Context: an optimization exercise on an open-source flow, tuned for small area, a short achievable clock period and few clock cycles per item. The choices shown serve that exercise and are no tape-out recipe. Function was checked by simulation only, so behaviour that the tests miss may differ from the original. Power and IR drop assume default switching activity.

==> flow/flow/run.sh <==
#!/bin/bash
set -euo pipefail
bash standard.sh SETUP_SLACK_MARGIN=6.5 finish > standard_flow.log 2>&1
==> flow/standard.sh <==
#!/bin/bash
# synth_recipe.tcl (not shown) runs the flow's synth.tcl, then flattens the netlist and writes it again
# the make line also repeats each setting of config.mk as NAME=value (left out here)
make -C /OpenROAD-flow-scripts/flow DESIGN_CONFIG=/design/flow/config.mk WORK_HOME=/design/flow/orfs CLKGATE_MAP_FILE= SYNTH_SCRIPT=/design/flow/synth_recipe.tcl "${@:-finish}"
==> flow/config.mk <==
export PLATFORM = sky130hd
export DESIGN_NAME = conv_engine_top
export DESIGN_NICKNAME = conv_engine_top
export VERILOG_FILES = /design/flow/design.v
export SDC_FILE = /design/flow/constraint.sdc
export NUM_CORES = 4
export LEC_CHECK = 0
export ABC_AREA = 0
export CAP_MARGIN = 20
export CORE_MARGIN = 2
export CORE_UTILIZATION = 40
export SLEW_MARGIN = 20
==> flow/constraint.sdc <==
create_clock -name core_clock -period 10.0 [get_ports {clk}]
set_input_delay 2.0000 -clock core_clock [delete_from_list [all_inputs] [get_ports {clk}]]
set_output_delay 2.0000 -clock core_clock [all_outputs]
set_load 0.01 [all_outputs]
==> flow/design.v <==
package conv_pkg;
    localparam int ACT_W    = 16;
    localparam int WEIGHT_W = 8;
    localparam int ACC_W    = 32;
    localparam int NUM_IN_CHANS = 16;
    localparam int CHAN_W       = 4;
    localparam int NUM_OUT_MAPS = 4;
    localparam int MAP_W        = 2;
    localparam int LAYER_W = 4;
    localparam int COUNT_W = 16;
    typedef enum logic [1:0] {
        ST_WAIT_WEIGHTS = 2'd0,
        ST_COMPUTE      = 2'd1,
        ST_DRAIN        = 2'd2
    } seq_state_t;
endpackage
`timescale 1ns/10ps
module zero_skip_fetch (
    input  logic                                                      clk,
    input  logic                                                      reset,
    input  logic                                                      layer_start,
    input  logic                                                      in_valid,
    input  logic                                                      in_ready,
    input  logic [conv_pkg::ACT_W-1:0]                                in_act,
    input  logic [conv_pkg::CHAN_W-1:0]                               in_chan,
    input  logic                                                      in_last,
    output logic [conv_pkg::CHAN_W-1:0]                               rd_chan,
    input  logic [conv_pkg::NUM_OUT_MAPS-1:0][conv_pkg::WEIGHT_W-1:0] rd_weights,
    output logic [conv_pkg::ACT_W-1:0]                                fetch_act,
    output logic [conv_pkg::ACT_W:0]                                  fetch_nact,
    output logic [conv_pkg::NUM_OUT_MAPS-1:0][15:0]                   fetch_sel,
    output logic                                                      fetch_last,
    output logic [conv_pkg::COUNT_W-1:0]                              skipped_count
);
    logic                       beat;
    logic                       valid_0;
    logic                       last_0;
    logic                       zero_0;
    logic                       start_0;
    logic [conv_pkg::ACT_W-1:0] act_0;
    assign beat = in_valid && in_ready && !reset;
    function automatic logic [3:0] booth_digit(input logic [2:0] t);
        booth_digit[0] = (t == 3'b001) || (t == 3'b010);
        booth_digit[1] = (t == 3'b011);
        booth_digit[2] = (t == 3'b101) || (t == 3'b110);
        booth_digit[3] = (t == 3'b100);
    endfunction
    always_ff @(posedge clk) begin
        valid_0 <= beat;
        last_0  <= beat && in_last;
        zero_0  <= beat && !in_last && (in_act == '0);
        start_0 <= layer_start && !reset;
        act_0   <= in_act;
        rd_chan <= in_chan;
    end
    always_ff @(posedge clk) begin
        fetch_last    <= last_0 && !reset;
        fetch_act     <= valid_0 ? act_0 : '0;
        fetch_nact    <= valid_0 ? ('0 - {act_0[conv_pkg::ACT_W-1], act_0}) : '0;
        for (int m = 0; m < conv_pkg::NUM_OUT_MAPS; m++) begin
            fetch_sel[m] <= {booth_digit(rd_weights[m][7:5]),
                             booth_digit(rd_weights[m][5:3]),
                             booth_digit(rd_weights[m][3:1]),
                             booth_digit({rd_weights[m][1:0], 1'b0})};
        end
    end
    always_ff @(posedge clk) begin
        if (reset) begin
            skipped_count <= '0;
        end else if (start_0) begin
            skipped_count <= conv_pkg::COUNT_W'(zero_0);
        end else begin
            skipped_count <= skipped_count + conv_pkg::COUNT_W'(zero_0);
        end
    end
endmodule
`timescale 1ns/10ps
module weight_bank (
    input  logic                                                      clk,
    input  logic                                                      reset,
    input  logic                                                      w_wr_en,
    input  logic [conv_pkg::CHAN_W-1:0]                               w_chan,
    input  logic [conv_pkg::MAP_W-1:0]                                w_map,
    input  logic [conv_pkg::WEIGHT_W-1:0]                             w_data,
    input  logic [conv_pkg::CHAN_W-1:0]                               rd_chan,
    output logic [conv_pkg::NUM_OUT_MAPS-1:0][conv_pkg::WEIGHT_W-1:0] rd_weights
);
    logic [conv_pkg::NUM_OUT_MAPS-1:0][conv_pkg::WEIGHT_W-1:0] bank [conv_pkg::NUM_IN_CHANS];
    logic                                                      wr_q;
    logic                                                      rst_q;
    logic [conv_pkg::CHAN_W-1:0]                               chan_q;
    logic [conv_pkg::MAP_W-1:0]                                map_q;
    logic [conv_pkg::WEIGHT_W-1:0]                             data_q;
    always_ff @(posedge clk) begin
        rst_q  <= reset;
        wr_q   <= w_wr_en && !reset;
        chan_q <= w_chan;
        map_q  <= w_map;
        data_q <= reset ? '0 : w_data;
    end
    always_ff @(posedge clk) begin
        for (int c = 0; c < conv_pkg::NUM_IN_CHANS; c++) begin
            for (int m = 0; m < conv_pkg::NUM_OUT_MAPS; m++) begin
                if (rst_q || (wr_q && (chan_q == c) && (map_q == m))) begin
                    bank[c][m] <= data_q;
                end
            end
        end
    end
    assign rd_weights = bank[rd_chan];
endmodule
`timescale 1ns/10ps
module pointwise_mac (
    input  logic                           clk,
    input  logic                           clear,
    input  logic [conv_pkg::ACT_W-1:0]     act,
    input  logic [conv_pkg::ACT_W:0]       nact,
    input  logic [15:0]                    booth_sel,
    output logic [conv_pkg::ACC_W-1:0]     acc_s,
    output logic [conv_pkg::ACC_W-1:0]     acc_c
);
    function automatic logic [1:0] fa(input logic a, input logic b, input logic c);
        fa = {(a & b) | (a & c) | (b & c), a ^ b ^ c};
    endfunction
    function automatic logic [1:0] ha(input logic a, input logic b);
        ha = {a & b, a ^ b};
    endfunction
    function automatic logic [17:0] booth_row(input logic [3:0] sel,
                                              input logic [17:0] p1,
                                              input logic [17:0] p2,
                                              input logic [17:0] n1,
                                              input logic [17:0] n2);
        booth_row = ({18{sel[0]}} & p1) | ({18{sel[1]}} & p2) |
                    ({18{sel[2]}} & n1) | ({18{sel[3]}} & n2);
    endfunction
    logic [17:0] pa, pa2, na, na2;
    logic [17:0] r0, r1, r2, r3;
    logic [31:0] s_next, c_next;
    logic [1:0] h0;
    logic [1:0] f0;
    logic [1:0] f1;
    logic [1:0] h1;
    logic [1:0] f2;
    logic [1:0] f3;
    logic [1:0] f4;
    logic [1:0] f5;
    logic [1:0] f6;
    logic [1:0] f7;
    logic [1:0] f8;
    logic [1:0] f9;
    logic [1:0] f10;
    logic [1:0] f11;
    logic [1:0] f12;
    logic [1:0] f13;
    logic [1:0] f14;
    logic [1:0] f15;
    logic [1:0] f16;
    logic [1:0] f17;
    logic [1:0] f18;
    logic [1:0] f19;
    logic [1:0] f20;
    logic [1:0] f21;
    logic [1:0] f22;
    logic [1:0] f23;
    logic [1:0] f24;
    logic [1:0] f25;
    logic [1:0] f26;
    logic [1:0] f27;
    logic [1:0] f28;
    logic [1:0] h2;
    logic [1:0] f29;
    logic [1:0] h3;
    logic [1:0] h4;
    logic [1:0] f30;
    logic [1:0] f31;
    logic [1:0] f32;
    logic [1:0] f33;
    logic [1:0] f34;
    logic [1:0] f35;
    logic [1:0] f36;
    logic [1:0] f37;
    logic [1:0] f38;
    logic [1:0] f39;
    logic [1:0] f40;
    logic [1:0] f41;
    logic [1:0] f42;
    logic [1:0] f43;
    logic [1:0] f44;
    logic [1:0] f45;
    logic [1:0] f46;
    logic [1:0] f47;
    logic [1:0] f48;
    logic [1:0] f49;
    logic [1:0] f50;
    logic [1:0] h5;
    logic [1:0] h6;
    logic [1:0] h7;
    logic [1:0] h8;
    logic [1:0] h9;
    logic [1:0] h10;
    logic [1:0] h11;
    logic [1:0] h12;
    logic [1:0] h13;
    logic [1:0] f51;
    logic [1:0] f52;
    logic [1:0] f53;
    logic [1:0] f54;
    logic [1:0] f55;
    logic [1:0] f56;
    logic [1:0] f57;
    logic [1:0] f58;
    logic [1:0] f59;
    logic [1:0] f60;
    logic [1:0] f61;
    logic [1:0] f62;
    logic [1:0] f63;
    logic [1:0] f64;
    logic [1:0] f65;
    logic [1:0] f66;
    logic [1:0] f67;
    logic [1:0] f68;
    logic [1:0] f69;
    logic [1:0] f70;
    logic [1:0] f71;
    logic [1:0] f72;
    logic [1:0] f73;
    logic [1:0] f74;
    logic [1:0] f75;
    logic [1:0] f76;
    logic [1:0] f77;
    logic [1:0] f78;
    logic [1:0] f79;
    logic [1:0] f80;
    logic [1:0] f81;
    assign pa  = {{2{act[15]}}, act};
    assign pa2 = {act[15], act, 1'b0};
    assign na  = {nact[16], nact};
    assign na2 = {nact, 1'b0};
    assign r0 = booth_row(booth_sel[3:0],   pa, pa2, na, na2);
    assign r1 = booth_row(booth_sel[7:4],   pa, pa2, na, na2);
    assign r2 = booth_row(booth_sel[11:8],  pa, pa2, na, na2);
    assign r3 = booth_row(booth_sel[15:12], pa, pa2, na, na2);
    assign h0 = ha(acc_s[4], acc_c[4]);
    assign f0 = fa(acc_s[5], acc_c[5], r0[5]);
    assign f1 = fa(acc_s[6], acc_c[6], r0[6]);
    assign h1 = ha(r1[4], r2[2]);
    assign f2 = fa(acc_s[7], acc_c[7], r0[7]);
    assign f3 = fa(r1[5], r2[3], r3[1]);
    assign f4 = fa(acc_s[8], acc_c[8], r0[8]);
    assign f5 = fa(r1[6], r2[4], r3[2]);
    assign f6 = fa(acc_s[9], acc_c[9], r0[9]);
    assign f7 = fa(r1[7], r2[5], r3[3]);
    assign f8 = fa(acc_s[10], acc_c[10], r0[10]);
    assign f9 = fa(r1[8], r2[6], r3[4]);
    assign f10 = fa(acc_s[11], acc_c[11], r0[11]);
    assign f11 = fa(r1[9], r2[7], r3[5]);
    assign f12 = fa(acc_s[12], acc_c[12], r0[12]);
    assign f13 = fa(r1[10], r2[8], r3[6]);
    assign f14 = fa(acc_s[13], acc_c[13], r0[13]);
    assign f15 = fa(r1[11], r2[9], r3[7]);
    assign f16 = fa(acc_s[14], acc_c[14], r0[14]);
    assign f17 = fa(r1[12], r2[10], r3[8]);
    assign f18 = fa(acc_s[15], acc_c[15], r0[15]);
    assign f19 = fa(r1[13], r2[11], r3[9]);
    assign f20 = fa(acc_s[16], acc_c[16], r0[16]);
    assign f21 = fa(r1[14], r2[12], r3[10]);
    assign f22 = fa(acc_s[17], acc_c[17], r0[17]);
    assign f23 = fa(r1[15], r2[13], r3[11]);
    assign f24 = fa(acc_s[18], acc_c[18], r0[17]);
    assign f25 = fa(r1[16], r2[14], r3[12]);
    assign f26 = fa(acc_s[19], acc_c[19], ~r0[17]);
    assign f27 = fa(~r1[17], r2[15], r3[13]);
    assign f28 = fa(1'b1, acc_s[20], acc_c[20]);
    assign h2 = ha(r2[16], r3[14]);
    assign f29 = fa(acc_s[21], acc_c[21], ~r2[17]);
    assign h3 = ha(1'b1, acc_s[22]);
    assign h4 = ha(acc_s[2], acc_c[2]);
    assign f30 = fa(acc_s[3], acc_c[3], r0[3]);
    assign f31 = fa(h0[0], r0[4], r1[2]);
    assign f32 = fa(f0[0], r1[3], r2[1]);
    assign f33 = fa(f1[0], h1[0], r3[0]);
    assign f34 = fa(f2[0], f3[0], f1[1]);
    assign f35 = fa(f4[0], f5[0], f2[1]);
    assign f36 = fa(f6[0], f7[0], f4[1]);
    assign f37 = fa(f8[0], f9[0], f6[1]);
    assign f38 = fa(f10[0], f11[0], f8[1]);
    assign f39 = fa(f12[0], f13[0], f10[1]);
    assign f40 = fa(f14[0], f15[0], f12[1]);
    assign f41 = fa(f16[0], f17[0], f14[1]);
    assign f42 = fa(f18[0], f19[0], f16[1]);
    assign f43 = fa(f20[0], f21[0], f18[1]);
    assign f44 = fa(f22[0], f23[0], f20[1]);
    assign f45 = fa(f24[0], f25[0], f22[1]);
    assign f46 = fa(f26[0], f27[0], f24[1]);
    assign f47 = fa(f28[0], h2[0], f26[1]);
    assign f48 = fa(f29[0], r3[15], f28[1]);
    assign f49 = fa(h3[0], acc_c[22], r3[16]);
    assign f50 = fa(acc_s[23], acc_c[23], ~r3[17]);
    assign h5 = ha(1'b1, acc_s[24]);
    assign h6 = ha(1'b1, acc_s[25]);
    assign h7 = ha(1'b1, acc_s[26]);
    assign h8 = ha(1'b1, acc_s[27]);
    assign h9 = ha(1'b1, acc_s[28]);
    assign h10 = ha(1'b1, acc_s[29]);
    assign h11 = ha(1'b1, acc_s[30]);
    assign h12 = ha(1'b1, acc_s[31]);
    assign h13 = ha(acc_s[0], acc_c[0]);
    assign f51 = fa(acc_s[1], acc_c[1], r0[1]);
    assign f52 = fa(h4[0], r0[2], r1[0]);
    assign f53 = fa(f30[0], r1[1], h4[1]);
    assign f54 = fa(f31[0], r2[0], f30[1]);
    assign f55 = fa(f32[0], h0[1], f31[1]);
    assign f56 = fa(f33[0], f0[1], f32[1]);
    assign f57 = fa(f34[0], h1[1], f33[1]);
    assign f58 = fa(f35[0], f3[1], f34[1]);
    assign f59 = fa(f36[0], f5[1], f35[1]);
    assign f60 = fa(f37[0], f7[1], f36[1]);
    assign f61 = fa(f38[0], f9[1], f37[1]);
    assign f62 = fa(f39[0], f11[1], f38[1]);
    assign f63 = fa(f40[0], f13[1], f39[1]);
    assign f64 = fa(f41[0], f15[1], f40[1]);
    assign f65 = fa(f42[0], f17[1], f41[1]);
    assign f66 = fa(f43[0], f19[1], f42[1]);
    assign f67 = fa(f44[0], f21[1], f43[1]);
    assign f68 = fa(f45[0], f23[1], f44[1]);
    assign f69 = fa(f46[0], f25[1], f45[1]);
    assign f70 = fa(f47[0], f27[1], f46[1]);
    assign f71 = fa(f48[0], h2[1], f47[1]);
    assign f72 = fa(f49[0], f29[1], f48[1]);
    assign f73 = fa(f50[0], h3[1], f49[1]);
    assign f74 = fa(h5[0], acc_c[24], f50[1]);
    assign f75 = fa(h6[0], acc_c[25], h5[1]);
    assign f76 = fa(h7[0], acc_c[26], h6[1]);
    assign f77 = fa(h8[0], acc_c[27], h7[1]);
    assign f78 = fa(h9[0], acc_c[28], h8[1]);
    assign f79 = fa(h10[0], acc_c[29], h9[1]);
    assign f80 = fa(h11[0], acc_c[30], h10[1]);
    assign f81 = fa(h12[0], acc_c[31], h11[1]);
    assign s_next = {f81[0], f80[0], f79[0], f78[0], f77[0], f76[0], f75[0], f74[0], f73[0], f72[0], f71[0], f70[0], f69[0], f68[0], f67[0], f66[0], f65[0], f64[0], f63[0], f62[0], f61[0], f60[0], f59[0], f58[0], f57[0], f56[0], f55[0], f54[0], f53[0], f52[0], f51[0], h13[0]};
    assign c_next = {f80[1], f79[1], f78[1], f77[1], f76[1], f75[1], f74[1], f73[1], f72[1], f71[1], f70[1], f69[1], f68[1], f67[1], f66[1], f65[1], f64[1], f63[1], f62[1], f61[1], f60[1], f59[1], f58[1], f57[1], f56[1], f55[1], f54[1], f53[1], f52[1], f51[1], h13[1], r0[0]};
    always_ff @(posedge clk) begin
        if (clear) begin
            acc_s <= '0;
            acc_c <= '0;
        end else begin
            acc_s <= s_next;
            acc_c <= c_next;
        end
    end
endmodule
`timescale 1ns/10ps
module relu_drain (
    input  logic                                                   clk,
    input  logic                                                   reset,
    input  logic                                                   drain_start,
    input  logic [conv_pkg::NUM_OUT_MAPS-1:0][conv_pkg::ACC_W-1:0] acc_s,
    input  logic [conv_pkg::NUM_OUT_MAPS-1:0][conv_pkg::ACC_W-1:0] acc_c,
    output logic                                                   out_valid,
    input  logic                                                   out_ready,
    output logic [conv_pkg::ACC_W-1:0]                             out_data,
    output logic [conv_pkg::MAP_W-1:0]                             out_map,
    output logic                                                   drain_done
);
    logic                         xfer;
    logic                         last_map;
    logic                         load;
    logic [conv_pkg::NUM_OUT_MAPS-1:0] rd_sel;
    logic [conv_pkg::ACC_W-1:0]        sel_s;
    logic [conv_pkg::ACC_W-1:0]        sel_c;
    logic [conv_pkg::ACC_W-1:0]        res;
    assign xfer       = out_valid && out_ready;
    assign last_map   = (out_map == conv_pkg::MAP_W'(conv_pkg::NUM_OUT_MAPS - 1));
    assign drain_done = xfer && last_map;
    assign load       = drain_start || (xfer && !last_map);
    always_comb begin
        sel_s = '0;
        sel_c = '0;
        for (int m = 0; m < conv_pkg::NUM_OUT_MAPS; m++) begin
            sel_s = sel_s | ({conv_pkg::ACC_W{rd_sel[m]}} & acc_s[m]);
            sel_c = sel_c | ({conv_pkg::ACC_W{rd_sel[m]}} & acc_c[m]);
        end
    end
    assign res = sel_s + sel_c;
    always_ff @(posedge clk) begin
        if (reset) begin
            out_valid <= 1'b0;
            out_map   <= '0;
            rd_sel    <= conv_pkg::NUM_OUT_MAPS'(1);
        end else begin
            if (drain_start) begin
                out_valid <= 1'b1;
                out_map   <= '0;
            end else if (xfer) begin
                if (last_map) out_valid <= 1'b0;
                else out_map <= out_map + 1'b1;
            end
            if (load) rd_sel <= {rd_sel[conv_pkg::NUM_OUT_MAPS-2:0], rd_sel[conv_pkg::NUM_OUT_MAPS-1]};
        end
    end
    always_ff @(posedge clk) begin
        if (load) out_data <= res[conv_pkg::ACC_W-1] ? '0 : res;
    end
endmodule
`timescale 1ns/10ps
module layer_counter (
    input  logic                         clk,
    input  logic                         reset,
    input  logic                         count_clear,
    input  logic                         layer_step,
    input  logic [conv_pkg::LAYER_W-1:0] num_layers,
    output logic [conv_pkg::LAYER_W-1:0] layer_num,
    output logic                         last_layer
);
    logic [conv_pkg::LAYER_W-1:0] num_layers_cfg;
    always_ff @(posedge clk) begin
        if (reset || count_clear) begin
            layer_num <= '0;
        end else if (layer_step) begin
            layer_num <= layer_num + 1'b1;
        end
    end
    always_ff @(posedge clk) begin
        if (count_clear) begin
            num_layers_cfg <= (num_layers == '0) ? conv_pkg::LAYER_W'(1) : num_layers;
        end
    end
    assign last_layer = ((layer_num + 1'b1) == num_layers_cfg);
endmodule
`timescale 1ns/10ps
module layer_sequencer (
    input  logic clk,
    input  logic reset,
    input  logic loading,
    input  logic fetch_last,
    input  logic drain_done,
    input  logic last_layer,
    output logic need_weights,
    output logic in_ready,
    output logic layer_start,
    output logic drain_start,
    output logic count_clear,
    output logic clear_acc,
    output logic run_done
);
    logic seen_loading;
    logic run_active;
    assign layer_start = need_weights && seen_loading && !loading;
    assign count_clear = layer_start && !run_active;
    always_ff @(posedge clk) begin
        if (reset) begin
            need_weights <= 1'b1;
            seen_loading <= 1'b0;
            run_active   <= 1'b0;
            run_done     <= 1'b0;
            in_ready     <= 1'b0;
            drain_start  <= 1'b0;
        end else begin
            in_ready    <= 1'b1;
            run_done    <= drain_done && last_layer;
            drain_start <= fetch_last;
            if (layer_start) begin
                need_weights <= 1'b0;
                seen_loading <= 1'b0;
                run_active   <= 1'b1;
            end else if (need_weights && loading) begin
                seen_loading <= 1'b1;
            end
            if (drain_done) begin
                need_weights <= 1'b1;
                if (last_layer) run_active <= 1'b0;
            end
        end
    end
    always_ff @(posedge clk) begin
        clear_acc <= reset || drain_done;
    end
endmodule
`timescale 1ns/10ps
module conv_engine_top (
    input  logic                            clk,
    input  logic                            reset,
    input  logic                            loading,
    input  logic [conv_pkg::LAYER_W-1:0]    num_layers,
    input  logic                            w_wr_en,
    input  logic [conv_pkg::CHAN_W-1:0]     w_chan,
    input  logic [conv_pkg::MAP_W-1:0]      w_map,
    input  logic [conv_pkg::WEIGHT_W-1:0]   w_data,
    input  logic                            in_valid,
    output logic                            in_ready,
    input  logic [conv_pkg::ACT_W-1:0]      in_act,
    input  logic [conv_pkg::CHAN_W-1:0]     in_chan,
    input  logic                            in_last,
    output logic                            out_valid,
    input  logic                            out_ready,
    output logic [conv_pkg::ACC_W-1:0]      out_data,
    output logic [conv_pkg::MAP_W-1:0]      out_map,
    output logic [conv_pkg::LAYER_W-1:0]    out_layer,
    output logic                            need_weights,
    output logic                            run_done,
    output logic [conv_pkg::COUNT_W-1:0]    skipped_count
);
    logic                                                      layer_start;
    logic                                                      drain_start;
    logic                                                      drain_done;
    logic                                                      count_clear;
    logic                                                      clear_acc;
    logic                                                      last_layer;
    logic [conv_pkg::CHAN_W-1:0]                               rd_chan;
    logic [conv_pkg::NUM_OUT_MAPS-1:0][conv_pkg::WEIGHT_W-1:0] rd_weights;
    logic [conv_pkg::NUM_OUT_MAPS-1:0][15:0]                   fetch_sel;
    logic [conv_pkg::ACT_W-1:0]                                fetch_act;
    logic [conv_pkg::ACT_W:0]                                  fetch_nact;
    logic                                                      fetch_last;
    logic [conv_pkg::NUM_OUT_MAPS-1:0][conv_pkg::ACC_W-1:0]    acc_s;
    logic [conv_pkg::NUM_OUT_MAPS-1:0][conv_pkg::ACC_W-1:0]    acc_c;
    weight_bank u_weights (
        .clk        (clk),
        .reset      (reset),
        .w_wr_en    (w_wr_en),
        .w_chan     (w_chan),
        .w_map      (w_map),
        .w_data     (w_data),
        .rd_chan    (rd_chan),
        .rd_weights (rd_weights)
    );
    zero_skip_fetch u_fetch (
        .clk           (clk),
        .reset         (reset),
        .layer_start   (layer_start),
        .in_valid      (in_valid),
        .in_ready      (in_ready),
        .in_act        (in_act),
        .in_chan       (in_chan),
        .in_last       (in_last),
        .rd_chan       (rd_chan),
        .rd_weights    (rd_weights),
        .fetch_act     (fetch_act),
        .fetch_nact    (fetch_nact),
        .fetch_sel     (fetch_sel),
        .fetch_last    (fetch_last),
        .skipped_count (skipped_count)
    );
    for (genvar m = 0; m < conv_pkg::NUM_OUT_MAPS; m++) begin : g_mac
        pointwise_mac u_mac (
            .clk       (clk),
            .clear     (clear_acc),
            .act       (fetch_act),
            .nact      (fetch_nact),
            .booth_sel (fetch_sel[m]),
            .acc_s     (acc_s[m]),
            .acc_c     (acc_c[m])
        );
    end
    relu_drain u_drain (
        .clk         (clk),
        .reset       (reset),
        .drain_start (drain_start),
        .acc_s       (acc_s),
        .acc_c       (acc_c),
        .out_valid   (out_valid),
        .out_ready   (out_ready),
        .out_data    (out_data),
        .out_map     (out_map),
        .drain_done  (drain_done)
    );
    layer_counter u_count (
        .clk         (clk),
        .reset       (reset),
        .count_clear (count_clear),
        .layer_step  (drain_done),
        .num_layers  (num_layers),
        .layer_num   (out_layer),
        .last_layer  (last_layer)
    );
    layer_sequencer u_seq (
        .clk          (clk),
        .reset        (reset),
        .loading      (loading),
        .fetch_last   (fetch_last),
        .drain_done   (drain_done),
        .last_layer   (last_layer),
        .need_weights (need_weights),
        .in_ready     (in_ready),
        .layer_start  (layer_start),
        .drain_start  (drain_start),
        .count_clear  (count_clear),
        .clear_acc    (clear_acc),
        .run_done     (run_done)
    );
endmodule
==> summary.txt, run 1 <==
Critical path
  – Worst path top cell family by delay: compound AO/OA/AOI/OAI gates
  – Req. time, crit path: 10.60 ns
  – Critical-path cell list: and2b_1, nand2_1, o21ai_0, a22oi_1, a31oi_1, xor2_1, nor2b_1
  – Critical Path AT: 4.05 ns
  – CP startpoint: u_fetch.rd_chan[0]$_DFF_P_
  – Kind of critical path: reg -> reg
  – Worst path max stage delay: 0.84 ns
  – Crit path max fanout: 42
  – Crit-path slowest cell: a31oi_1
  – Startpoint types: flop
  – Buffers & Inverters on Critical Path: 0
  – RR Startpoint: u_fetch.rd_chan[0]$_DFF_P_
  – CP Capture Type: flop

Finish
  – Register area: 0.0250 mm^2
  – Syn-to-layout area delta: 12.1%
  – Layout cells sized above 1: 8.56%
  – Layout Nets: 4,759
  – Most frequent cells in the layout: edfxtp_1 (547), a22oi_1 (526), dfxtp_1 (390)
  – Commonest non-fill, non-tap cell in the layout: edfxtp_1
  – Finished Layout Cells: 6,063
  – Diode count: 0
  – FILL cells: 11,400
  – Multi-input gate area: 0.0224 mm^2

Placement
  – Gpl congestion: 0.922
  – Placed cells: 5,857
  – Port Buffers: 101
  – DP Wirelength: 105,000 um

GRT
  – Total GRT Usage: 24.9%
  – First-pass GRT wire length: 238,000 um
  – Vias in the first global route: 35,900
  – Remaining global-route overflow: 0
  – Antenna violations before repair: 1
  – Largest net degree at the start of global routing: 196

Power and ir drop
  – Cell Pwr Density: 212 mW/mm^2
  – Clock Power Share: 33.9%
  – Gate power share: 21.1%
  – Pint: 0.00811 W
  – Worst VDD drop: 0.000175 V
  – Power Total: 0.0119 W
  – Leakage power: 22.4 nW
  – Flop pwr share: 45.0%
  – Sw Share: 31.8%
  – P_sw: 0.00378 W

Synth
  – Yosys cell types: 90
  – Average size of a mapped cell: 11.3 um^2
  – EDFF count, synth: 547
  – Async set-or-reset flop fraction in the synthesized netlist: 0%
  – Seq/Total Area, Yosys: 49.8%
  – Synthesized Nets: 4,842
  – FF+latch count, synth: 970
  – Syn Inst Count: 4,416
  – Synth warnings: 7
  – Mapped cell area: 0.0500 mm^2
  – Top_reg_cell synth: edfxtp_1

Clock network
  – CTS clock-pin slew for the worst setup and hold paths: 0.06 ns
  – H-tree depth: 3
  – Max Buffers Root-to-Sink: 3
  – TritonCTS buffer count: 106
  – Clock sink count: 970
  – Root buffer cell: clkbuf_16
  – CTS tree: done
  – Clock latency (worst-skew pair): 0.78 ns

Timing
  – Tightest Pin Transition: 1.14 ns
  – Period minus WS final: 3.45 ns
  – Worst Skew: 0.109 ns
  – Fmax: 290 MHz
  – Fin Setup TNS: 0 ns
  – Final-report hold violation count: 0
  – Max-slew violations: 0
  – Tcrit/Tclk final: 34.5%
  – Slew headroom: 24.0%
  – RSZ-0062 raised after global routing: true
  – Final setup fails: 0

Die
  – Die width: 358 um
  – Die area: 0.128 mm^2
  – Core Area: 0.124 mm^2
  – Io pins: 103
  – Die H: 358 um
  – Row count: 129
  – Initial Util: 40.3%

Detailed routing
  – Final WL: 160,000 um
  – Drt pass-1 iters: 10
  – Vias per std cell: 5.92
  – Avg WL per Cell: 26.4 um
  – Vias: 35,900
  – Initial DRC Count: 4,724
  – Post-route DRC: 0
  – Antenna Nets Post-Route: 0

Job
  – Max-cap violations: 0

Status
  – Status: timing/DRC/antenna clean

Worst hold path
  – Worst min path class: reg -> reg
  – Hold Startpoint: u_fetch.last_0$_DFF_P_
==> layer usage <==
metal | global-route usage (%) | wire, um | vias to the layer above
li1 | - | - | 15600
met1 | 33.4 | 63900 | 17900
met2 | 39.1 | 72600 | 2025
met3 | 6.23 | 17300 | 408
met4 | 9.26 | 6380 | 0
met5 | 0 | 0 | -
==> kinds of logic (layout without fill, tap and decap cells) <==
| family | count (synthesis) | count (layout) | synth area share (%) |
|---|---|---|---|
| AOI/OAI and AO/OA | 1117 | 1117 | 16.6 |
| xor gates and xnor gates | 75 | 75 | 1.31 |
| adders and majority gates | 381 | 381 | 14.4 |
| buffers and inverters | 751 | 760 | 5.96 |
| DFF | 970 | 970 | 49.8 |
| muxes | 85 | 85 | 1.84 |
| other | 1 | 1 | 0.00750 |
| and+or+nand+nor | 1036 | 1037 | 10.1 |
==> sequential cells by signal, summed over array words and instances, names as in the netlist, 16 cells and up <==
register and flops:
u_weights.bank 512, g_mac.u_mac.acc_s 128, g_mac.u_mac.acc_c 128, u_drain.out_data 31
u_fetch.fetch_sel 60, u_fetch.act_0 16, u_fetch.fetch_act 16, u_fetch.fetch_nact 16
u_fetch.skipped_count 16
==> cells in the mapped netlist (all sizes together), types with 9 or more instances <==
master | count | area [um^2]
and2 | 45 | 282
clkbuf | 291 | 1090
o221ai | 15 | 131
mux2 | 26 | 293
o21ai | 83 | 419
a22o | 38 | 334
inv | 378 | 1420
nand2 | 353 | 1330
a21oi | 104 | 536
a221oi | 29 | 254
nor3b | 14 | 121
a21o | 65 | 488
nor3 | 28 | 145
a22oi | 526 | 3950
edfxtp | 547 | 16400
fa | 321 | 6430
o21a | 29 | 218
o22a | 11 | 96.3
xnor2 | 45 | 394
nor2 | 233 | 880
or3 | 15 | 93.8
o2bb2ai | 9 | 78.8
nor2b | 224 | 1400
a32oi | 13 | 114
nand4 | 12 | 75.1
o21bai | 26 | 195
a31oi | 15 | 100
nand3 | 29 | 145
buf | 82 | 467
mux2i | 56 | 561
ha | 60 | 751
xor2 | 30 | 263
nand2b | 16 | 100
dfxtp | 423 | 8470
and3 | 32 | 205
a222oi | 74 | 741
o22ai | 23 | 156
==> worst register-to-register path, delay by kind of cell (launching register included) <==
family	cells	cell delay [ns]
compound gates	3	1.22
simple gates	3	1.08
xor+xnor	1	0.26
flops	1	0.74
==> timing repair <==
| item | in CTS | in global routing |
|---|---|---|
| gates cloned | 1 | 0 |
| hold buffers | 0 | 0 |
| pin swaps | 2 | 1 |
| endpoints found under the setup margin | 178 | 72 |
| buffers inserted | 0 | 3 |
| resized for setup | 97 | 36 |
==> final timing paths <==
path / end / slack, ns / cells past startpoint
setup / recovery: u_fetch.fetch_sel[22]$_DFF_P_ / 6.55 / 7
hold / removal: u_fetch.fetch_last$_DFF_P_ / 0.44 / 1
setup reg to reg: u_fetch.fetch_sel[22]$_DFF_P_ / 6.55 / 7
hold reg to reg: u_fetch.fetch_last$_DFF_P_ / 0.44 / 1
==> layout make-up <==
| cell class | count | share of cell area (%) |
|---|---|---|
| flip-flops and latches | 970 | 44.5 |
| clock inverters | 49 | 1.01 |
| clock buffers | 152 | 5.44 |
| inverters | 378 | 2.53 |
| well taps | 1637 | 3.65 |
| multi-input cells | 2696 | 39.9 |
| repair buffers | 181 | 2.95 |
==> through the flow <==
step / hold slack, ns / util (%) / setup slack, ns / instance area [um^2]
2_1_floorplan: 0.414 / - / 6.53 / 50000
3_3_place_gp: 0.424 / 42.1 / 5.33 / 52100
3_5_place_dp: 0.426 / 42.1 / 5.67 / 52200
4_1_cts: 0.440 / 45.1 / 6.50 / 55900
5_1_grt: 0.462 / 45.2 / 6.47 / 56100
6_report: 0.437 / 45.2 / 6.55 / 56100
==> power by group through the flow <==
stage	registers, W	clock network, W	logic (W)
2_1_floorplan	0.00503	0	0.00203
3_3_place_gp	0.00540	0	0.00240
3_5_place_dp	0.00541	0	0.00246
4_1_cts	0.00533	0.00408	0.00250
5_1_grt	0.00541	0.00424	0.00289
6_report	0.00536	0.00403	0.00251
Testbench counts, summed over its fixed seeds: cycles 11,078, items 6,015.
==> run 2, diff against run 1 <==
==> flow/flow/run.sh (replaced) <==
#!/bin/bash
set -euo pipefail
bash standard.sh SETUP_SLACK_MARGIN=7 finish > standard_flow.log 2>&1
--- a/flow/config.mk
+++ b/flow/config.mk
@@ -11,2 +11,3 @@
 export CORE_UTILIZATION = 40
 export SLEW_MARGIN = 20
+export TNS_END_PERCENT = 0
==> run 2 against run 1 <==
Against the previous run:
- setup slack better by 0.031 ns
- total power rose by 0.75%
- area after synthesis is the same
- core utilization increased by 0.54 points
- synthesized cell count did not move
- sequential power barely moved
- register-to-register slack gained 0.03 ns
- combinational power barely moved
- final cell count increased by 0.78%
- routed wire length grew 2.2%
- clock skew down 0.015 ns
- sequential cell count unchanged
==> summary.txt, run 2 <==
Critical path
  – Startpoint types: flop
  – Crit path max fanout: 49 (+17%)
  – Crit-path slowest cell: nor2_1
  – Critical-path cell list: buf_8, nand2_1, nor2_1, nand2_1, and3_1, o21ai_0, o22ai_2, and3_1
  – CP Capture Type: flop
  – Kind of critical path: reg -> reg
  – Req. time, crit path: 10.62 ns (+0.02 ns)
  – Critical Path AT: 4.03 ns (-0.02 ns)
  – Worst path max stage delay: 0.81 ns (-0.03 ns)

Synth
  – Async set-or-reset flop fraction in the synthesized netlist: 0% (unchanged)
  – Top cells by count, synth: edfxtp_1 (547), a22oi_1 (526), dfxtp_1 (423), inv_1 (378), nand2_1 (352)
  – Synth top area cells: edfxtp_1 (33%), dfxtp_1 (17%), fa_1 (13%), a22oi_1 (7.9%), inv_1 (2.8%)
  – Count leader, synth: edfxtp_1
  – Synth warnings: 7 (unchanged)
  – Syn Inst Count: 4,416 (unchanged)
  – Synthesized Nets: 4,842 (unchanged)
  – Yosys cell types: 90 (unchanged)
  – Seq/Total Area, Yosys: 49.8% (unchanged)
  – EDFF count, synth: 547 (unchanged)
  – Top_reg_cell synth: edfxtp_1
  – Yosys top cell area share: 32.8% (unchanged)
  – Area leader, netlist: edfxtp_1
  – FF+latch count, synth: 970 (unchanged)
  – Average size of a mapped cell: 11.3 um^2 (unchanged)
  – Mapped cell area: 0.0500 mm^2 (unchanged)

Die
  – Die area: 0.128 mm^2 (unchanged)
  – Core Area: 0.124 mm^2 (unchanged)
  – Io pins: 103 (unchanged)
  – Die width: 358 um (unchanged)
  – Row count: 129 (unchanged)
  – Initial Util: 40.3% (unchanged)
  – Die H: 358 um (unchanged)

Worst hold path
  – Worst min path class: reg -> reg

Finish
  – Largest Register: u_weights.bank
  – Max reg flops: 512 (unchanged)
  – Layout Nets: 4,806 (+0.99%)
  – Most frequent cells in the layout: edfxtp_1 (547), a22oi_1 (516), dfxtp_1 (383)
  – Diode count: 0 (unchanged)
  – Commonest non-fill, non-tap cell in the layout: edfxtp_1
  – Final instance area: 0.0567 mm^2 (+1.2%)
  – Layout cells sized above 1: 11.4% (+2.9 points)
  – FILL cells: 11,300 (-1.0%)
  – Registers with the most flip-flops: u_weights.bank (512), g_mac.u_mac.acc_c (128), g_mac.u_mac.acc_s (128)
  – Syn-to-layout area delta: 13.5%

Timing
  – Slew headroom: 26.3% (+2.3 points)
  – Final setup fails: 0 (unchanged)
  – Hold Slack: 0.435 ns (-0.00160 ns)
  – Tcrit/Tclk final: 34.2% (-0.31 points)
  – RSZ-0062 raised after global routing: true
  – Fin Setup TNS: 0 ns (unchanged)
  – Tightest Pin Transition: 1.10 ns (-0.0354 ns)
  – Max-slew violations: 0 (unchanged)
  – Final WS setup: 6.58 ns (+0.0308 ns)
  – Period minus WS final: 3.42 ns (-0.0308 ns)
  – Final-report hold violation count: 0 (unchanged)
  – Fmax: 293 MHz (+0.90%)
  – Worst Skew: 0.0947 ns (-0.0147 ns)

Power and ir drop
  – Worst VDD drop: 0.000172 V (-1.2%)
  – P_sw: 0.00383 W (+1.3%)
  – Flop pwr share: 44.7% (-0.3 points)
  – Leakage power: 22.6 nW (+1.1%)
  – Clock Power Share: 34.0% (about the same)
  – Gate power share: 21.2% (about the same)
  – Power Total: 0.0120 W (+0.75%)
  – Pint: 0.00815 W (+0.50%)
  – Sw Share: 32.0% (+0.17 points)
  – Cell Pwr Density: 211 mW/mm^2 (-0.44%)

Placement
  – DP Wirelength: 106,000 um (about the same)
  – Area after DPL: 0.0522 mm^2 (about the same)
  – Worst slack, placed: 5.15 ns (-0.521 ns)
  – Port Buffers: 101 (unchanged)
  – Gpl congestion: 0.899 (-2.5%)

Clock network
  – Clock latency (worst-skew pair): 0.78 ns (about the same)
  – CTS clock-pin slew for the worst setup and hold paths: 0.06 ns (about the same)
  – H-tree depth: 3 (unchanged)
  – Clock sink count: 970 (unchanged)
  – Root buffer cell: clkbuf_16
  – CTS tree: done
  – TritonCTS buffer count: 106 (unchanged)
  – Max Buffers Root-to-Sink: 3 (unchanged)
  – Hold-fix buffers at CTS: 0 (unchanged)

Detailed routing
  – Post-route DRC: 0 (unchanged)
  – Antenna Nets Post-Route: 0 (unchanged)
  – Avg WL per Cell: 26.8 um (+1.4%)
  – Vias: 36,500 (+1.8%)
  – Initial DRC Count: 5,223 (+11%)
  – Final WL: 164,000 um (+2.2%)
  – Drt pass-1 iters: 9 (-1)
  – Vias per std cell: 5.98 (+1.0%)

GRT
  – Antenna violations before repair: 3 (+2)
  – First-pass GRT wire length: 240,000 um (+0.65%)
  – Total GRT Usage: 25.1% (+0.18 points)
  – Largest net degree at the start of global routing: 84 (-57%)
  – Remaining global-route overflow: 0 (unchanged)
  – Vias in the first global route: 35,900 (-0.056%)

Status
  – Status: timing/DRC/antenna clean

Job
  – Max-cap violations: 0 (unchanged)
-- run 2: cell counts after synthesis --
Identical to the previous run, type by type.
-- run 2: logic make-up after synthesis --
kind of cell	count (synthesis)	share of synthesized area [%]
and+or+nand+nor	1036	10.1
buffers and inverters	751	5.96
DFF	970	49.8
muxes	85	1.84
adders and majority gates	381	14.4
other	1	0.00750
xor gates and xnor gates	75	1.31
AOI/OAI and AO/OA	1117	16.6
-- run 2: final cells by class --
type / count / area (um^2) / area share, %
Sequential cell: 970 / 25000 / 44.0
Multi-Input combinational cell: 2696 / 22500 / 39.7
Clock buffer: 135 / 2940 / 5.19
Timing Repair Buffer: 227 / 2080 / 3.66
Tap cell: 1637 / 2050 / 3.61
Inverter: 378 / 1420 / 2.51
Clock inverter: 66 / 726 / 1.28
Timing Repair inverter: 1 / 7.51 / 0.0132
-- run 2: worst paths after layout --
path | startpoint | to | slack, ns | cells past startpoint
max reg2reg | u_fetch.rd_chan[3]$_DFF_P_ | u_fetch.fetch_sel[13]$_DFF_P_ | 6.58 | 8
min reg2reg | u_fetch.last_0$_DFF_P_ | u_fetch.fetch_last$_DFF_P_ | 0.44 | 1
min | u_fetch.last_0$_DFF_P_ | u_fetch.fetch_last$_DFF_P_ | 0.44 | 1
max | u_fetch.rd_chan[3]$_DFF_P_ | u_fetch.fetch_sel[13]$_DFF_P_ | 6.58 | 8
-- run 2: power groups by stage --
| stage | combinational [W] | sequential [W] | clock (W) |
|---|---|---|---|
| global placement | 0.00239 | 0.00542 | 0 |
| global route | 0.00292 | 0.00541 | 0.00428 |
| detailed placement | 0.00245 | 0.00542 | 0 |
| finish | 0.00254 | 0.00536 | 0.00408 |
| floorplan | 0.00203 | 0.00503 | 0 |
| CTS | 0.00251 | 0.00533 | 0.00412 |
-- run 2: critical path, delay by kind of cell (launching register included) --
family | cells | cell delay, ns
AO/OA/AOI/OAI | 2 | 0.50
buffers and inverters | 1 | 0.43
flip-flops | 1 | 0.69
AND/OR/NAND/NOR | 5 | 1.59
-- run 2: timing repair --
item,CTS,global route
pin swaps,3,14
setup buffers,12,21
endpoints found under the setup margin,249,303
gates cloned,1,10
endpoints found under the hold margin,0,0
gates resized for setup,202,96
-- run 2: routing by layer --
metal | GRT usage, % | routed length (um) | share of wire, % | vias to the layer above
li1 | - | - | - | 15700
met1 | 34.0 | 65000 | 40 | 18100
met2 | 39.4 | 74000 | 45 | 2319
met3 | 5.53 | 18200 | 11 | 400
met4 | 9.47 | 6370 | 3.9 | 4
met5 | 0 | 27 | 0.017 | -
-- run 2: metrics by stage --
stage,util (%),std cells
final,45.8,6110
after global routing,45.8,6110
after global placement,42.1,5864
after floorplan,-,4416
after detailed placement,42.1,5864
after CTS,45.3,6078
==> run 3, diff against run 2 <==
--- a/flow/design.v
+++ b/flow/design.v
@@ -25,5 +25,5 @@
     input  logic [conv_pkg::CHAN_W-1:0]                               in_chan,
     input  logic                                                      in_last,
-    output logic [conv_pkg::CHAN_W-1:0]                               rd_chan,
+    output logic [conv_pkg::NUM_IN_CHANS-1:0]                         rd_chan_oh,
     input  logic [conv_pkg::NUM_OUT_MAPS-1:0][conv_pkg::WEIGHT_W-1:0] rd_weights,
     output logic [conv_pkg::ACT_W-1:0]                                fetch_act,
@@ -52,5 +52,7 @@
         start_0 <= layer_start && !reset;
         act_0   <= in_act;
-        rd_chan <= in_chan;
+        for (int c = 0; c < conv_pkg::NUM_IN_CHANS; c++) begin
+            rd_chan_oh[c] <= (in_chan == c);
+        end
     end
     always_ff @(posedge clk) begin
@@ -83,5 +85,5 @@
     input  logic [conv_pkg::MAP_W-1:0]                                w_map,
     input  logic [conv_pkg::WEIGHT_W-1:0]                             w_data,
-    input  logic [conv_pkg::CHAN_W-1:0]                               rd_chan,
+    input  logic [conv_pkg::NUM_IN_CHANS-1:0]                         rd_chan_oh,
     output logic [conv_pkg::NUM_OUT_MAPS-1:0][conv_pkg::WEIGHT_W-1:0] rd_weights
 );
@@ -108,5 +110,10 @@
         end
     end
-    assign rd_weights = bank[rd_chan];
+    always_comb begin
+        rd_weights = '0;
+        for (int c = 0; c < conv_pkg::NUM_IN_CHANS; c++) begin
+            rd_weights = rd_weights | ({(conv_pkg::NUM_OUT_MAPS * conv_pkg::WEIGHT_W){rd_chan_oh[c]}} & bank[c]);
+        end
+    end
 endmodule
 `timescale 1ns/10ps
@@ -506,5 +513,5 @@
     logic                                                      clear_acc;
     logic                                                      last_layer;
-    logic [conv_pkg::CHAN_W-1:0]                               rd_chan;
+    logic [conv_pkg::NUM_IN_CHANS-1:0]                         rd_chan_oh;
     logic [conv_pkg::NUM_OUT_MAPS-1:0][conv_pkg::WEIGHT_W-1:0] rd_weights;
     logic [conv_pkg::NUM_OUT_MAPS-1:0][15:0]                   fetch_sel;
@@ -521,5 +528,5 @@
         .w_map      (w_map),
         .w_data     (w_data),
-        .rd_chan    (rd_chan),
+        .rd_chan_oh (rd_chan_oh),
         .rd_weights (rd_weights)
     );
@@ -533,5 +540,5 @@
         .in_chan       (in_chan),
         .in_last       (in_last),
-        .rd_chan       (rd_chan),
+        .rd_chan_oh    (rd_chan_oh),
         .rd_weights    (rd_weights),
         .fetch_act     (fetch_act),
==> flow/flow/run.sh (replaced) <==
#!/bin/bash
set -euo pipefail
bash standard.sh SETUP_SLACK_MARGIN=7 "BUFFER_PORTS_ARGS=-buffer_cell sky130_fd_sc_hd__buf_2" finish > standard_flow.log 2>&1
==> run 3 against run 2 <==
Against the previous run:
- still clean
- global-route usage shrank 1.3 points
- clock power shrank 2%
- die area shrank 3.7%
- total power shrank 0.11%
- cell area shrank 3.8%
- critical endpoint is now u_drain.out_data[5]$_SDFFCE_PP0P_
- largest power group unchanged
==> summary.txt, run 3 <==
Status
  – Status: timing/DRC/antenna clean

Clock network
  – H-tree depth: 3 (unchanged)
  – CTS clock-pin slew for the worst setup and hold paths: 0.06 ns (about the same)
  – Clock latency (worst-skew pair): 0.76 ns (-0.02 ns)
  – CTS tree: done
  – Root buffer cell: clkbuf_16
  – Clock sink count: 982 (+1.2%)
  – Hold-fix buffers at CTS: 0 (unchanged)
  – TritonCTS buffer count: 104 (-1.9%)
  – Max Buffers Root-to-Sink: 3 (unchanged)

Die
  – Die area: 0.123 mm^2 (-3.7%)
  – Io pins: 103 (unchanged)
  – Die H: 351 um (-1.8%)
  – Initial Util: 40.3% (-0.092 points)
  – Core Area: 0.120 mm^2 (-3.5%)
  – Row count: 127 (-1.6%)
  – Die width: 351 um (-1.8%)

Job
  – Max-cap violations: 0 (unchanged)

Timing
  – Worst Skew: 0.0862 ns (-0.00849 ns)
  – Final setup fails: 0 (unchanged)
  – Slew headroom: 18.9% (-7.3 points)
  – Max-slew violations: 0 (unchanged)
  – Tightest Pin Transition: 1.21 ns (+0.111 ns)
  – Period minus WS final: 3.36 ns (-0.0573 ns)
  – RSZ-0062 raised after global routing: true
  – Tcrit/Tclk final: 33.6% (-0.57 points)
  – Final-report hold violation count: 0 (unchanged)
  – Fin Setup TNS: 0 ns (unchanged)
  – Fmax: 298 MHz (+1.7%)

Critical path
  – CP Capture Type: flop
  – Setup slack, reg-to-reg: 6.64 ns (+0.06 ns)
  – Startpoint types: flop
  – Critical-path cell list: clkbuf_16, a22oi_1, nand2_1, ha_4, and4_4, o211ai_1, nand2b_4, a31oi_4, a31o_4, a21oi_4, a211oi_4, buf_6, buf_12, nor2_2
  – Worst setup endpoint: u_drain.out_data[5]$_SDFFCE_PP0P_
  – Kind of critical path: reg -> reg
  – Worst path top cell family by delay: compound AO/OA/AOI/OAI gates
  – Req. time, crit path: 10.48 ns (-0.14 ns)
  – Reg2Reg Depth: 14 (+6)
  – Buffers & Inverters on Critical Path: 3 (+2)
  – Levels on crit path: 14 (+6)
  – Critical Path AT: 3.84 ns (-0.19 ns)
  – Crit path max fanout: 16 (-67%)
  – Reg-to-reg endpoint: u_drain.out_data[5]$_SDFFCE_PP0P_
  – Worst path max stage delay: 0.42 ns (-0.39 ns)
  – RR Startpoint: u_drain.rd_sel[1]$_SDFFE_PP0P_
  – Crit-path slowest cell: dfxtp_4
  – CP startpoint: u_drain.rd_sel[1]$_SDFFE_PP0P_

Detailed routing
  – Avg WL per Cell: 25.8 um (-3.6%)
  – Vias per std cell: 5.84 (-2.3%)
  – Final WL: 149,000 um (-9.0%)
  – Post-route DRC: 0 (unchanged)
  – Vias: 33,700 (-7.8%)
  – Antenna Nets Post-Route: 0 (unchanged)
  – Initial DRC Count: 4,590 (-12%)
  – Drt pass-1 iters: 12 (+3)

Power and ir drop
  – Worst VDD drop: 0.000184 V (+6.6%)
  – Leakage power: 21.6 nW (-4.4%)
  – Cell Pwr Density: 219 mW/mm^2 (+3.8%)

Finish
  – Largest Register: u_weights.bank
  – Layout Nets: 4,492 (-6.5%)
  – Finished Layout Cells: 5,769 (-5.6%)
  – Registers with the most flip-flops: u_weights.bank (512), g_mac.u_mac.acc_c (128), g_mac.u_mac.acc_s (128)
  – Commonest non-fill, non-tap cell in the layout: a22oi_1
  – Most frequent cells in the layout: a22oi_1 (578), edfxtp_1 (547), dfxtp_1 (407)
  – Layout cells sized above 1: 11.7% (+0.27 points)
  – Max reg flops: 512 (unchanged)
  – Syn-to-layout area delta: 13.4% (about the same)

Synth
  – Synth warnings: 7 (unchanged)
  – Yosys top cell area share: 34.1% (+1.3 points)
  – Async set-or-reset flop fraction in the synthesized netlist: 0% (unchanged)
  – Synthesized Nets: 4,530 (-6.4%)
  – Seq/Total Area, Yosys: 52.2% (+2.4 points)
  – Area leader, netlist: edfxtp_1
  – Yosys cell types: 61 (-32%)
  – Mapped cell area: 0.0482 mm^2 (-3.7%)
  – Synth top area cells: edfxtp_1 (34%), dfxtp_1 (18%), fa_1 (13%), a22oi_1 (9.4%), inv_1 (2.8%)
  – Syn Inst Count: 4,104 (-7.1%)
  – Top cells by count, synth: a22oi_1 (600), edfxtp_1 (547), dfxtp_1 (435), inv_1 (360), fa_1 (321)
  – Top_reg_cell synth: edfxtp_1
  – FF+latch count, synth: 982 (+1.2%)
  – Average size of a mapped cell: 11.7 um^2 (+3.6%)
  – EDFF count, synth: 547 (unchanged)
  – Count leader, synth: a22oi_1

Placement
  – Port Buffers: 101 (unchanged)
  – Gpl congestion: 0.938 (+4.4%)
  – Placed cells: 5,542 (-5.5%)
  – DP Wirelength: 91,700 um (-13%)

GRT
  – Vias in the first global route: 33,300 (-7.2%)
  – Antenna violations before repair: 3 (unchanged)
  – Remaining global-route overflow: 0 (unchanged)
  – First-pass GRT wire length: 219,000 um (-8.7%)
  – Total GRT Usage: 23.8% (-1.3 points)
  – Largest net degree at the start of global routing: 215 (+160%)

Worst hold path
  – Worst min path class: reg -> reg
  – Hold path depth: 1 (unchanged)
## run 3: cell types whose count changed after synthesis, moves of 26 or more
cell / before / now
a22oi_1: 526 / 600
nand2_1: 352 / 281
mux2i_1: 56 / 7
a21oi_1: 100 / 55
o21ai_0: 81 / 41
a221oi_1: 29 / 67
nor2_1: 231 / 197
buf_2: 34 / 2
a22o_1: 37 / 65
mux2_2: 26 / 0
## run 3: cell families (layout without fill, tap and decap cells)
| family | Yosys count | count (layout) | synth area share, % |
|---|---|---|---|
| flops | 982 | 982 | 52.2 |
| other cells | 1 | 2 | 0.00779 |
| compound gates | 1029 | 1029 | 16.3 |
| fa+ha+maj | 381 | 381 | 14.9 |
| simple gates | 919 | 919 | 9.41 |
| buf+inv | 704 | 756 | 5.55 |
| mux | 7 | 7 | 0.145 |
| xor+xnor | 81 | 81 | 1.49 |
## run 3: final cells by class
type,instances,area (um^2)
diodes,1,2.50
clock buffers,144,2920
clock inverters,52,654
fillers,10900,65100
inverters,360,1360
multi-input cells,2418,20900
flip-flops and latches,982,25200
well taps,1612,2020
repair buffers,200,1540
## run 3: worst min-delay path by stage
stage	startpoint	end	slack, ns
4_1_cts	u_fetch.last_0$_DFF_P_	u_fetch.fetch_last$_DFF_P_	0.45
3_3_place_gp	u_fetch.fetch_last$_DFF_P_	u_seq.drain_start$_SDFF_PP0_	0.45
6_report	u_fetch.last_0$_DFF_P_	u_fetch.fetch_last$_DFF_P_	0.45
2_1_floorplan	u_fetch.last_0$_DFF_P_	u_fetch.fetch_last$_DFF_P_	0.41
3_5_place_dp	u_fetch.last_0$_DFF_P_	u_fetch.fetch_last$_DFF_P_	0.44
5_1_grt	u_fetch.last_0$_DFF_P_	u_fetch.fetch_last$_DFF_P_	0.47
## run 3: metal layers
metal	vias to the layer above	part of all wire, %	global-route usage [%]
met5	-	0	0
met4	0	2.9	7.00
met3	312	11	6.48
met2	1946	44	35.9
met1	16800	42	33.5
li1	14600	-	-
## run 3: repair_timing
| item | 4_1_cts | 5_1_grt |
|---|---|---|
| resized for setup | 29 | 93 |
| buffers inserted | 13 | 8 |
| gates cloned | 3 | 6 |
| pin swaps | 7 | 27 |
| setup endpoints to repair | 213 | 226 |
## run 3: where the power goes
part	internal, W	switching, W
clock network	0.00229	0.00169
logic	0.00108	0.00145
registers	0.00482	0.000640
## run 3: stage by stage
step / utilization (%) / worst slack [ns] / hold WS [ns] / cell area [um^2] / power [W]
4_1_cts: 45.1 / 6.60 / 0.454 / 53900 / 0.0119
6_report: 45.6 / 6.64 / 0.449 / 54600 / 0.0120
5_1_grt: 45.6 / 6.56 / 0.472 / 54600 / 0.0126
3_5_place_dp: 41.8 / 5.30 / 0.437 / 50000 / 0.00786
3_3_place_gp: 41.7 / 5.24 / 0.449 / 49900 / 0.00781
2_1_floorplan: - / 6.75 / 0.414 / 48200 / 0.00701
Testbench counts of run 3, summed over its fixed seeds: cycles 11,078, items 6,015.
==> run 4, diff against run 3 <==
--- a/flow/config.mk
+++ b/flow/config.mk
@@ -11,3 +11,2 @@
 export CORE_UTILIZATION = 40
 export SLEW_MARGIN = 20
-export TNS_END_PERCENT = 0
==> run 4 against run 3 <==
Against the previous run:
- sequential share of layout area decreased by 0.97 points
- register-to-register slack improved by 0.07 ns
- count of clock-buffer cells in the layout increased by 16
- setup slack got worse by 0.025 ns
- routed wire length increased by 1.8%
- sequential power increased by 2%
- final cell count increased by 1.2%
- critical path depth decreased by 13
- core utilization increased by 1.3 points
- sequential cell count unchanged
- critical endpoint is now out_data[16]
- largest power group unchanged
==> summary.txt, run 4 <==
Status
  – Status: timing/DRC/antenna clean

Die
  – Die H: 351 um (unchanged)
  – Core Area: 0.120 mm^2 (unchanged)
  – Row count: 127 (unchanged)
  – Die width: 351 um (unchanged)
  – Io pins: 103 (unchanged)
  – Die area: 0.123 mm^2 (unchanged)
  – Initial Util: 40.3% (unchanged)

Timing
  – Final setup fails: 0 (unchanged)
  – RSZ-0062 raised after global routing: true
  – Fin Setup TNS: 0 ns (unchanged)
  – Max-slew violations: 0 (unchanged)
  – Final-report hold violation count: 0 (unchanged)
  – Hold Slack: 0.446 ns (-0.00278 ns)
  – Slew headroom: 26.1% (+7.1 points)
  – Worst Skew: 0.0887 ns (+0.00249 ns)
  – Period minus WS final: 3.38 ns (+0.0254 ns)
  – Fmax: 295 MHz (-0.75%)
  – Tcrit/Tclk final: 33.8% (+0.25 points)
  – Tightest Pin Transition: 1.11 ns (-0.108 ns)

Finish
  – Syn-to-layout area delta: 16.5%
  – Commonest non-fill, non-tap cell in the layout: a22oi_1
  – Layout Nets: 4,560 (+1.5%)
  – Max reg flops: 512 (unchanged)
  – Registers with the most flip-flops: u_weights.bank (512), g_mac.u_mac.acc_c (128), g_mac.u_mac.acc_s (128)
  – Finished Layout Cells: 5,840 (+1.2%)
  – Layout cells sized above 1: 16.1% (+4.4 points)
  – Most frequent cells in the layout: a22oi_1 (558), edfxtp_1 (547), inv_1 (359)
  – End-of-flow core utilization: 46.9% (+1.3 points)
  – Largest Register: u_weights.bank

Placement
  – Port Buffers: 101 (unchanged)
  – DP Wirelength: 93,100 um (+1.5%)
  – Placed cells: 5,533 (-0.16%)
  – Gpl congestion: 0.918 (-2.1%)

Synth
  – Simple-Gate Fraction of Synth Area: 9.41% (unchanged)
  – Top_reg_cell synth: edfxtp_1
  – Synthesized Nets: 4,530 (unchanged)
  – Syn Inst Count: 4,104 (unchanged)
  – FF+latch count, synth: 982 (unchanged)
  – Count leader, synth: a22oi_1
  – Area leader, netlist: edfxtp_1
  – Synth warnings: 7 (unchanged)
  – Yosys top cell area share: 34.1% (unchanged)
  – Seq/Total Area, Yosys: 52.2% (unchanged)
  – Mapped cell area: 0.0482 mm^2 (unchanged)
  – Area share of xor/xnor cells in the synthesized design: 1.49% (unchanged)
  – EDFF count, synth: 547 (unchanged)
  – Yosys cell types: 61 (unchanged)
  – Async set-or-reset flop fraction in the synthesized netlist: 0% (unchanged)
  – Multiplexer area fraction after synthesis: 0.145% (unchanged)
  – Largest family of logic cells by synthesized area: compound AO/OA/AOI/OAI gates
  – Average size of a mapped cell: 11.7 um^2 (unchanged)
  – Synth Area in Adders: 14.9% (unchanged)
  – Top cells by count, synth: a22oi_1 (600), edfxtp_1 (547), dfxtp_1 (435), inv_1 (360), fa_1 (321)
  – Synth top area cells: edfxtp_1 (34%), dfxtp_1 (18%), fa_1 (13%), a22oi_1 (9.4%), inv_1 (2.8%)
  – Compound-cell area share of the yosys netlist: 16.3% (unchanged)

Critical path
  – Kind of critical path: reg -> out
  – Setup slack, reg-to-reg: 6.71 ns (+0.07 ns)
  – Critical Path AT: 1.38 ns (-2.46 ns)
  – Critical-path cell list: buf_6
  – Worst path top cell family by delay: flip-flops
  – Crit path max fanout: 1 (-15)
  – CP Capture Type: primary output
  – Req. time, crit path: 8.00 ns (-2.48 ns)
  – Reg-to-reg endpoint: u_drain.out_data[10]$_SDFFCE_PP0P_
  – Startpoint types: flop
  – Worst path max stage delay: 0.47 ns (+0.05 ns)
  – Crit-path slowest cell: edfxtp_1
  – Reg2Reg Depth: 16 (+2)
  – Buffers & Inverters on Critical Path: 1 (-2)
  – RR Startpoint: u_drain.rd_sel[3]$_SDFFE_PP0P_

GRT
  – First-pass GRT wire length: 225,000 um (+2.7%)
  – Vias in the first global route: 33,900 (+1.8%)
  – Total GRT Usage: 24.4% (+0.60 points)
  – Antenna violations before repair: 6 (+3)
  – Largest net degree at the start of global routing: 90 (-58%)
  – Remaining global-route overflow: 0 (unchanged)

Worst hold path
  – Hold path depth: 1 (unchanged)
  – Worst min path class: reg -> reg
  – Hold Startpoint: u_fetch.fetch_last$_DFF_P_
  – Hold endpoint: u_seq.drain_start$_SDFF_PP0_

Detailed routing
  – Vias: 34,000 (+1.1%)
  – Vias per std cell: 5.83 (-0.16%)
  – Final WL: 152,000 um (+1.8%)
  – Drt pass-1 iters: 10 (-2)
  – Initial DRC Count: 4,409 (-3.9%)
  – Post-route DRC: 0 (unchanged)
  – Antenna Nets Post-Route: 0 (unchanged)
  – Avg WL per Cell: 25.9 um (+0.56%)

Power and ir drop
  – Power Total: 0.0121 W (+0.70%)
  – Cell Pwr Density: 215 mW/mm^2 (-2.0%)
  – Leakage power: 22.2 nW (+2.4%)
  – Worst VDD drop: 0.000172 V (-6.4%)

Clock network
  – Max Buffers Root-to-Sink: 3 (unchanged)
  – TritonCTS buffer count: 103 (-0.96%)
  – H-tree depth: 3 (unchanged)
  – CTS clock-pin slew for the worst setup and hold paths: 0.06 ns (about the same)
  – Clock sink count: 982 (unchanged)
  – Root buffer cell: clkbuf_16
  – CTS tree: done
  – Clock latency (worst-skew pair): 0.76 ns (about the same)

Job
  – Max-cap violations: 0 (unchanged)
run 4: cell types whose count changed in the layout (fill, tap and decap cells not counted), sizes merged:
| cell | change |
|---|---|
| buf | +70 |
| clkbuf | +12 |
| clkinv | -11 |
| bufinv | -3 |
| diode | +3 |
| clkinvlp | -2 |
| a211oi | +1 |
| bufbuf | +1 |
run 4: cells by family (layout without fill, tap and decap cells):
| kind of cell | count (synthesis) | in the layout |
|---|---|---|
| simple gates | 919 | 919 |
| mux | 7 | 7 |
| buf+inv | 704 | 823 |
| flops | 982 | 982 |
| xor+xnor | 81 | 81 |
| fa+ha+maj | 381 | 381 |
| compound gates | 1029 | 1030 |
| other cells | 1 | 5 |
run 4: metal layers:
metal / wire [um] / GRT usage (%) / up-vias
met5: 19 / 0 / -
met4: 3770 / 6.44 / 4
met3: 17400 / 7.32 / 293
met2: 67000 / 37.0 / 1913
met1: 63300 / 34.1 / 17100
li1: - / - / 14700
run 4: timing repair:
action | in CTS | in global routing
pin swaps | 59 | 36
hold buffers | 0 | 0
endpoints found under the setup margin | 245 | 204
setup buffers | 75 | 13
resized for setup | 238 | 107
cloned | 18 | 2
run 4: worst max path at each step:
stage | cells after the start | from | to | slack [ns]
6_report | 1 | u_drain.out_data[16]$_SDFFCE_PP0P_ | out_data[16] | 6.62
5_1_grt | 1 | u_drain.out_data[18]$_SDFFCE_PP0P_ | out_data[18] | 6.60
4_1_cts | 1 | u_drain.out_data[10]$_SDFFCE_PP0P_ | out_data[10] | 6.59
2_1_floorplan | 4 | out_ready | u_drain.out_data[0]$_SDFFCE_PP0P_ | 6.75
3_5_place_dp | 13 | u_drain.rd_sel[2]$_SDFFE_PP0P_ | u_drain.out_data[7]$_SDFFCE_PP0P_ | 5.51
3_3_place_gp | 13 | u_drain.rd_sel[2]$_SDFFE_PP0P_ | u_drain.out_data[28]$_SDFFCE_PP0P_ | 5.61
run 4: power breakdown:
| part | switching, W | internal, W | total [W] | leakage [nW] |
|---|---|---|---|---|
| clock | 0.00168 | 0.00226 | 0.00394 | 1.71 |
| combinational | 0.00141 | 0.00113 | 0.00253 | 11.6 |
| sequential | 0.000759 | 0.00482 | 0.00558 | 8.88 |
run 4: final cells by class:
cell class / instances / area (um^2)
Antenna cell: 4 / 10.0
Clock buffer: 160 / 3030
Clock inverter: 35 / 487
Fill cell: 10500 / 63600
Inverter: 360 / 1360
Multi-Input combinational cell: 2419 / 21200
Sequential cell: 982 / 25300
Tap cell: 1612 / 2020
Timing Repair Buffer: 267 / 2660
Timing Repair inverter: 1 / 7.51
run 4: metrics by stage:
stage | instance area, um^2 | setup WS, ns
6_report | 56100 | 6.62
5_1_grt | 56100 | 6.60
4_1_cts | 55500 | 6.59
3_5_place_dp | 50000 | 5.51
3_3_place_gp | 50000 | 5.61
2_1_floorplan | 48500 | 6.75

[port drivers added, routing unchanged]
The flow's constraints put no driver on any port. The routed layouts listed below were extracted and timed again, unchanged, in two steps.
Step 1 (the two cells are an assumption about what drives the block):
set clk [get_ports {clk}]
set_driving_cell -lib_cell sky130_fd_sc_hd__clkbuf_16 $clk
set_driving_cell -lib_cell sky130_fd_sc_hd__buf_2 [delete_from_list [all_inputs] $clk]
Step 2 adds t to the input delays and takes it off the output delays; t is the mean of the earliest and latest rising clock arrival at the registers after step 1. Input paths then give back, and output paths get back, about the clock's delay inside the block.
Three values: ideal ports, drivers, drivers and shift; two values: the first two.
run	t, ns	setup WS [ns]	hold slack, ns	worst register clock-pin slew, ns	worst data-port slew with drivers (ns)
run 1	0.804	6.553 / 6.482 / 6.001	0.437 / 0.437 / 0.437	0.07 / 0.07	0.11
run 2	0.802	6.583 / 6.583 / 6.077	0.435 / 0.435 / 0.435	0.07 / 0.07	0.11
run 3	0.790	6.641 / 6.574 / 6.307	0.449 / 0.449 / 0.449	0.07 / 0.07	0.14
run 4	0.793	6.615 / 6.543 / 6.402	0.446 / 0.446 / 0.446	0.07 / 0.07	0.11
After both steps every run listed still meets setup and hold. For run 1, which loses most, drivers alone change the setup slack by -0.071 ns; drivers and shift together by -0.552 ns.
